Context: an optimization exercise on an open-source flow, tuned for small area. The choices shown serve that exercise and are no tape-out recipe.
In this exercise RTL edits were held to simulation tests only and were not proved equivalent to the original.
Power and IR drop assume default switching activity.

===== design/flow/config.mk =====
export PLATFORM = sky130hd
export DESIGN_NAME = l1_dcache_ctrl
export DESIGN_NICKNAME = l1_dcache_ctrl
export VERILOG_FILES = /design/flow/design.v
export SDC_FILE = /design/flow/constraint.sdc
export NUM_CORES = 4
export LEC_CHECK = 0
export CAP_MARGIN = 20
export CORE_MARGIN = 2
export CORE_UTILIZATION = 40
export SLEW_MARGIN = 20

===== design/flow/constraint.sdc =====
create_clock -name core_clock -period 10.0 [get_ports {clk}]
set_input_delay 2.0000 -clock core_clock [delete_from_list [all_inputs] [get_ports {clk}]]
set_output_delay 2.0000 -clock core_clock [all_outputs]
set_load 0.01 [all_outputs]

===== design/flow/design.v =====
module l1_dcache_ctrl #(
  parameter int ADDR_WIDTH = 32,
  parameter int DATA_WIDTH = 32,
  parameter int LINE_WORDS = 4,
  parameter int NUM_LINES  = 16
) (
  input  logic                             clk,
  input  logic                             rst,
  input  logic                             cpu_req,
  input  logic                             cpu_we,
  input  logic [ADDR_WIDTH-1:0]            cpu_addr,
  input  logic [DATA_WIDTH-1:0]            cpu_wdata,
  input  logic [DATA_WIDTH/8-1:0]          cpu_wstrb,
  output logic [DATA_WIDTH-1:0]            cpu_rdata,
  output logic                             mem_stall,
  output logic                             mem_req,
  output logic                             mem_we,
  output logic [ADDR_WIDTH-1:0]            mem_addr,
  output logic [DATA_WIDTH*LINE_WORDS-1:0] mem_wdata,
  input  logic [DATA_WIDTH*LINE_WORDS-1:0] mem_rdata,
  input  logic                             mem_ack
);
  localparam int NB     = DATA_WIDTH / 8;
  localparam int BOFF_W = $clog2(NB);
  localparam int OFF_W  = $clog2(LINE_WORDS);
  localparam int IDX_W  = $clog2(NUM_LINES);
  localparam int LO_W   = BOFF_W + OFF_W;
  localparam int TAG_W  = ADDR_WIDTH - LO_W - IDX_W;
  localparam int LINE_W = DATA_WIDTH * LINE_WORDS;
  typedef enum logic [1:0] {
    IDLE,
    WRITEBACK,
    ALLOCATE
  } state_t;
  state_t state;
  logic [NUM_LINES-1:0] valid;
  logic [NUM_LINES-1:0] dirty;
  logic [TAG_W-1:0]     tag_arr  [NUM_LINES];
  logic [LINE_W-1:0]    data_arr [NUM_LINES];
  logic [OFF_W-1:0]  word_sel;
  logic [IDX_W-1:0]  idx;
  logic [TAG_W-1:0]  addr_tag;
  logic [LINE_W-1:0] cur_line;
  logic [LINE_W-1:0] merged_line;
  logic              hit;
  logic              unused;
  assign word_sel = cpu_addr[BOFF_W +: OFF_W];
  assign idx      = cpu_addr[LO_W +: IDX_W];
  assign addr_tag = cpu_addr[ADDR_WIDTH-1 -: TAG_W];
  assign unused   = ^cpu_addr[BOFF_W-1:0];
  assign cur_line = data_arr[idx];
  assign hit      = cpu_req & valid[idx] & (tag_arr[idx] == addr_tag);
  assign cpu_rdata = (state == IDLE && hit)
                   ? cur_line[word_sel*DATA_WIDTH +: DATA_WIDTH]
                   : '0;
  assign mem_stall = ~rst & ((state != IDLE) | (cpu_req & ~hit));
  always_comb begin
    merged_line = cur_line;
    for (int b = 0; b < NB; b++) begin
      if (cpu_wstrb[b])
        merged_line[word_sel*DATA_WIDTH + b*8 +: 8] = cpu_wdata[b*8 +: 8];
    end
  end
  always_ff @(posedge clk) begin
    if (state == ALLOCATE && mem_ack) begin
      data_arr[idx] <= mem_rdata;
      tag_arr[idx]  <= addr_tag;
    end else if (state == IDLE && hit && cpu_we) begin
      data_arr[idx] <= merged_line;
    end
  end
  always_ff @(posedge clk or posedge rst) begin
    if (rst) begin
      state     <= IDLE;
      valid     <= '0;
      dirty     <= '0;
      mem_req   <= 1'b0;
      mem_we    <= 1'b0;
      mem_addr  <= '0;
      mem_wdata <= '0;
    end else begin
      unique case (state)
        IDLE: begin
          if (cpu_req && !hit) begin
            mem_req <= 1'b1;
            if (valid[idx] && dirty[idx]) begin
              state     <= WRITEBACK;
              mem_we    <= 1'b1;
              mem_addr  <= {tag_arr[idx], idx, {LO_W{1'b0}}};
              mem_wdata <= cur_line;
            end else begin
              state    <= ALLOCATE;
              mem_we   <= 1'b0;
              mem_addr <= {addr_tag, idx, {LO_W{1'b0}}};
            end
          end else if (hit && cpu_we) begin
            dirty[idx] <= 1'b1;
          end
        end
        WRITEBACK: begin
          if (mem_ack) begin
            state      <= ALLOCATE;
            dirty[idx] <= 1'b0;
            mem_we     <= 1'b0;
            mem_addr   <= {addr_tag, idx, {LO_W{1'b0}}};
          end
        end
        ALLOCATE: begin
          if (mem_ack) begin
            state      <= IDLE;
            valid[idx] <= 1'b1;
            dirty[idx] <= 1'b0;
            mem_req    <= 1'b0;
          end
        end
        default: state <= IDLE;
      endcase
    end
  end
endmodule

===== design/flow/run.sh =====
#!/bin/bash
# synth_recipe.tcl (not shown) runs the flow's synth.tcl, then flattens the netlist and writes it again
# the make line also repeats each setting of config.mk as NAME=value (left out here)
make -C /OpenROAD-flow-scripts/flow DESIGN_CONFIG=/design/flow/config.mk WORK_HOME=/design/flow/orfs CLKGATE_MAP_FILE= SYNTH_SCRIPT=/design/flow/synth_recipe.tcl finish

==> out/results.env <==
RUN_STATUS='no timing/DRC/antenna violations'
AVGROUTEDWIREPERCELL_UM=35.0
CRITPATHSLOWESTCELL='or4b_4'
POSTCTSRESIZEDCELLS=0
START_UTIL_PCT=40.3
POST_SYNTH.CELL_AREA_AVG_UM2=22.1
CLK_LATENCY_PS=860
GRT_ANTENNA_BEFORE_REPAIR=29
POSTROUTEANTENNANETS=0
DESIGN.DIE.AREA_MM2=0.266
AREAGROWTHSYNTHTOFINISH_PCT=17.5
STORAGE_CELL_AREA_MM2=0.0778
FIN_SETUP_TNS_PS=0
NUMBER_OF_FLOPS_MAPPED_TO_ENABLE_CELLS_BY_YOSYS=2432
NUMBER_OF_GLOBAL_ROUTE_VIAS_BEFORE_REPAIR=53500
DIE_WIDTH_UM=516
PRE_CTS_SLACK_PS=1180
SYN-INSTANCE-COUNT=4734
CTS_HOLD_BUFFERS_ADDED=0
ROUTE.DETAILED.DRC=0
CRITPATHREQUIREDTIME_PS=8000
CONGESTION_OVERFLOW_GR=0
YOSYSUNIQUECELLTYPES=74
CTSHTREEMAXLEVEL=5
VIAS_PER_CELL=5.94
CTS_TREE='yes'
GRT_PASS1_WL_MM=438
CP.ARRIVAL_PS=6820
LEAKAGEPOWER_nW=39.5
LAYOUT-DRIVE-GT1-SHARE_PCT=29.6
MAPPED_CELL_AREA_MM2=0.105
CRIT_PATH_START_KIND='input port'
CORE_AREA_MM2=0.260
POST-ROUTE-MIN-PERIOD_PS=8820
POST_CTS_BUFFERS=0
MAX_SLEW_MARGIN_PCT=20.0
FLOPS_LATCHES_SYNTH=2624
TIMING.CRITICAL_PATH.SLOWEST_CELL_DELAY_PS=920
CP_CELL_SEQUENCE='buf_8 -> buf_4 -> mux2i_1 -> mux2_2 -> o32ai_1 -> a2111oi_0 -> buf_4 -> a41o_1 -> nand4b_1 -> or4b_4 -> nor2b_1 -> buf_4 -> clkdlybuf4s50_1'
DPL-INSTANCE-AREA_MM2=0.114
SYNTH_TOP_AREA_SHARE_PCT=69.7
FIN_WORST_SKEW_PS=95.8
CTS.REPORTEDPATHS.CLKPINSLEW_PS=50
CTS_ROOT_BUFFER='clkbuf_16'
PLACE.GP.CONGESTION=0.832
HP-CLASS='reg -> reg'
NETLIST_TOP_CELLS_AREA='edfxtp_1 70%, mux4_2 16%, dfrtp_1 4.6%'
SETUP_REPAIR_AFTER_GLOBAL_ROUTING_MISSED_ITS_MARGIN='false'
CLOCK-SINKS=2624
WARNINGS_FROM_YOSYS=1
MAXCAPVIOLATIONS=0
HPWL_MM=191
POWER.DENSITY_mW_PER_MM2=213
PLACEMENTROWS=187
PORT_BUFFERS=389
HIGHEST_ATTAINABLE_CLOCK_FREQUENCY_MHz=113
CRIT_END_CATEGORY='output pin'
CRIT_PATH_FREQUENT_CELL='buf_4'
DIE_H_UM=516
STDCELL_AREA_MM2=0.123
WORST_SETUP_PATH_CLASS='in -> out'
WORST_SLEW_PIN_SLEW_PS=1200
FINAL_COMMON_CELL='edfxtp_1'
NUM_VIAS=53800
CRIT_FANOUT=80
YS_ASYNC_SR_FRACTION_PCT=7.32
POST-ROUTE-PERIOD-UTIL_PCT=88.2
DRT_FIRST_PASS_ITERS=5
GRT_USAGE_PCT=23.7
IO_PINS=396
WL_MM=318
DOMINANTREGCELLSYNTH='edfxtp_1'
NETLIST.TOP_CELL.BY_AREA='edfxtp_1'
CTS-BUFFERS-INSERTED=286
MAXIMUM_NUMBER_OF_PINS_ON_ONE_NET_BEFORE_GLOBAL_ROUTE_REPAIR=136
FIN_WS_PS=1180
FINAL_HOLD_FAILS=0
FINAL_MAX_SLEW_VIOL_COUNT=0
MULTI_INPUT_AREA_MM2=0.0258
PEAKVDDDROP_uV=154
SETUP_VIOL_COUNT_FINAL=0
FINAL.FILL_COUNT=21300
NETS=5531
LONGEST_CLK_PATH_BUFS=4
MOSTFREQUENTLAYOUTCELLS='2432 x edfxtp_1, 743 x mux4_2, 383 x clkdlybuf4s50_1'
INITIALDRTVIOLATIONCOUNT=6566
SYNTH_SEQUENTIAL_AREA_RATIO_PCT=74.3
[synthesized netlist by cell type (5+ instances only)]
cell	n
mux2i_1	107
dfrtp_1	192
buf_2	41
buf_4	11
mux2_4	14
a21oi_1	17
mux4_2	743
nand3_1	9
xor2_1	13
mux2_2	278
o22ai_1	9
o211ai_1	5
a22oi_1	52
buf_6	11
a22o_1	122
clkbuf_1	140
xnor2_1	13
o21bai_1	14
o311ai_0	15
o31ai_1	7
nand2b_1	11
nand2_1	95
ha_1	13
inv_1	24
and2_1	6
and3_1	18
nor2b_1	42
nand3b_1	5
a221oi_1	5
nor3_1	13
o21ai_0	77
edfxtp_1	2432
nor2_1	53
buf_1	53
[metrics by stage]
| stage | std cells | hold slack (ps) | util [%] | total power [mW] |
|---|---|---|---|---|
| 3_3_place_gp | 8525 | 453 | 43.9 | 16.2 |
| 5_1_grt | 9047 | 486 | 47.3 | 27.0 |
| 6_report | 9066 | 471 | 47.4 | 26.3 |
| 2_1_floorplan | 4737 | 437 | - | 14.4 |
| 3_5_place_dp | 8525 | 457 | 43.9 | 16.2 |
| 4_1_cts | 9039 | 473 | 47.3 | 26.4 |
[state kept, by name (all words and copies together), names as in the netlist, named ones only]
| name | count |
|---|---|
| mem_addr | 28 |
| data_arr | 2048 |
| state | 2 |
| mem_wdata | 128 |
| mem_we | 1 |
| valid | 16 |
| mem_req | 1 |
| tag_arr | 384 |
[logic make-up after synthesis]
family          after synthesis  share of synthesized area (%)
simple gates                278                           1.33
buf+inv                     286                           1.22
flops                      2624                           74.3
mux                        1143                           20.2
other cells                   1                        0.00358
compound gates              363                           2.56
xor+xnor                     26                          0.217
fa+ha+maj                    13                          0.155
[path summary, 6_finish.rpt]
| kind | startpoint | slack, ps | depth (start not counted) | endpoint |
|---|---|---|---|---|
| worst max-delay path | cpu_addr[5] | 1180 | 13 | cpu_rdata[31] |
| worst min-delay path | valid[2] | 470 | 1 | valid[2] |
| worst max register to register | tag_arr[14][18] | 4510 | 11 | data_arr[8][32] |
| worst min register to register | valid[2] | 470 | 1 | valid[2] |
| max in group asynchronous | rst | 6110 | 4 | mem_wdata[113] |
| min in group asynchronous | rst | 1930 | 2 | mem_addr[28] |
[routing by layer]
metal,GRT usage [%],vias up,wire [um]
met4,11.5,18,16400
met5,0,-,109
met2,37.6,2647,152000
met3,4.42,532,25400
met1,31.6,29300,124000
li1,-,21300,-
[power breakdown]
part           internal [mW]  total (mW)  switching (mW)  leakage (nW)
combinational           1.48        3.19            1.71          10.9
clock                   5.94        10.3            4.32          4.39
sequential              12.5        12.8           0.296          24.2
total                   19.9        26.3            6.32          39.5
[worst max-delay path, delay by kind of cell]
family	cells	cell delay, ps
mux	2	450
simple gates	3	1440
compound gates	3	710
buf+inv	5	2120
[layout make-up]
type | instances | area share [%]
inverter | 27 | 0.0884
clock buffer | 379 | 6.30
multi-input combinational | 1827 | 21.0
clock inverter | 135 | 1.03
antenna | 27 | 0.0549
tap | 3496 | 3.55
sequential | 2624 | 63.2
timing repair buffer | 551 | 4.77

re-timing with driven ports:
No port has a modelled driver above. Below, the same layout with a new extraction and two added sets of constraints. Step 1 assumes that a clkbuf_16 drives the clock port and a buf_2 every other input. Step 2 also shifts input and output timing later by t, the mid clock arrival at the registers, as if the neighbouring blocks saw the same clock. Slacks: ideal ports / drivers / drivers and shift; pairs: ideal ports / drivers.
t (ns): 0.918
setup WS [ns]: 1.181 / 1.132 / 1.132
worst hold slack (ns): 0.471 / 0.471 / 0.471
latest minus earliest clock arrival (ns): 0.096 / 0.096
worst slew at a driven data input, ns: 0.21
After both steps this run still meets setup and hold. For this run, drivers alone change the setup slack by -0.049 ns; drivers and shift together by -0.049 ns.
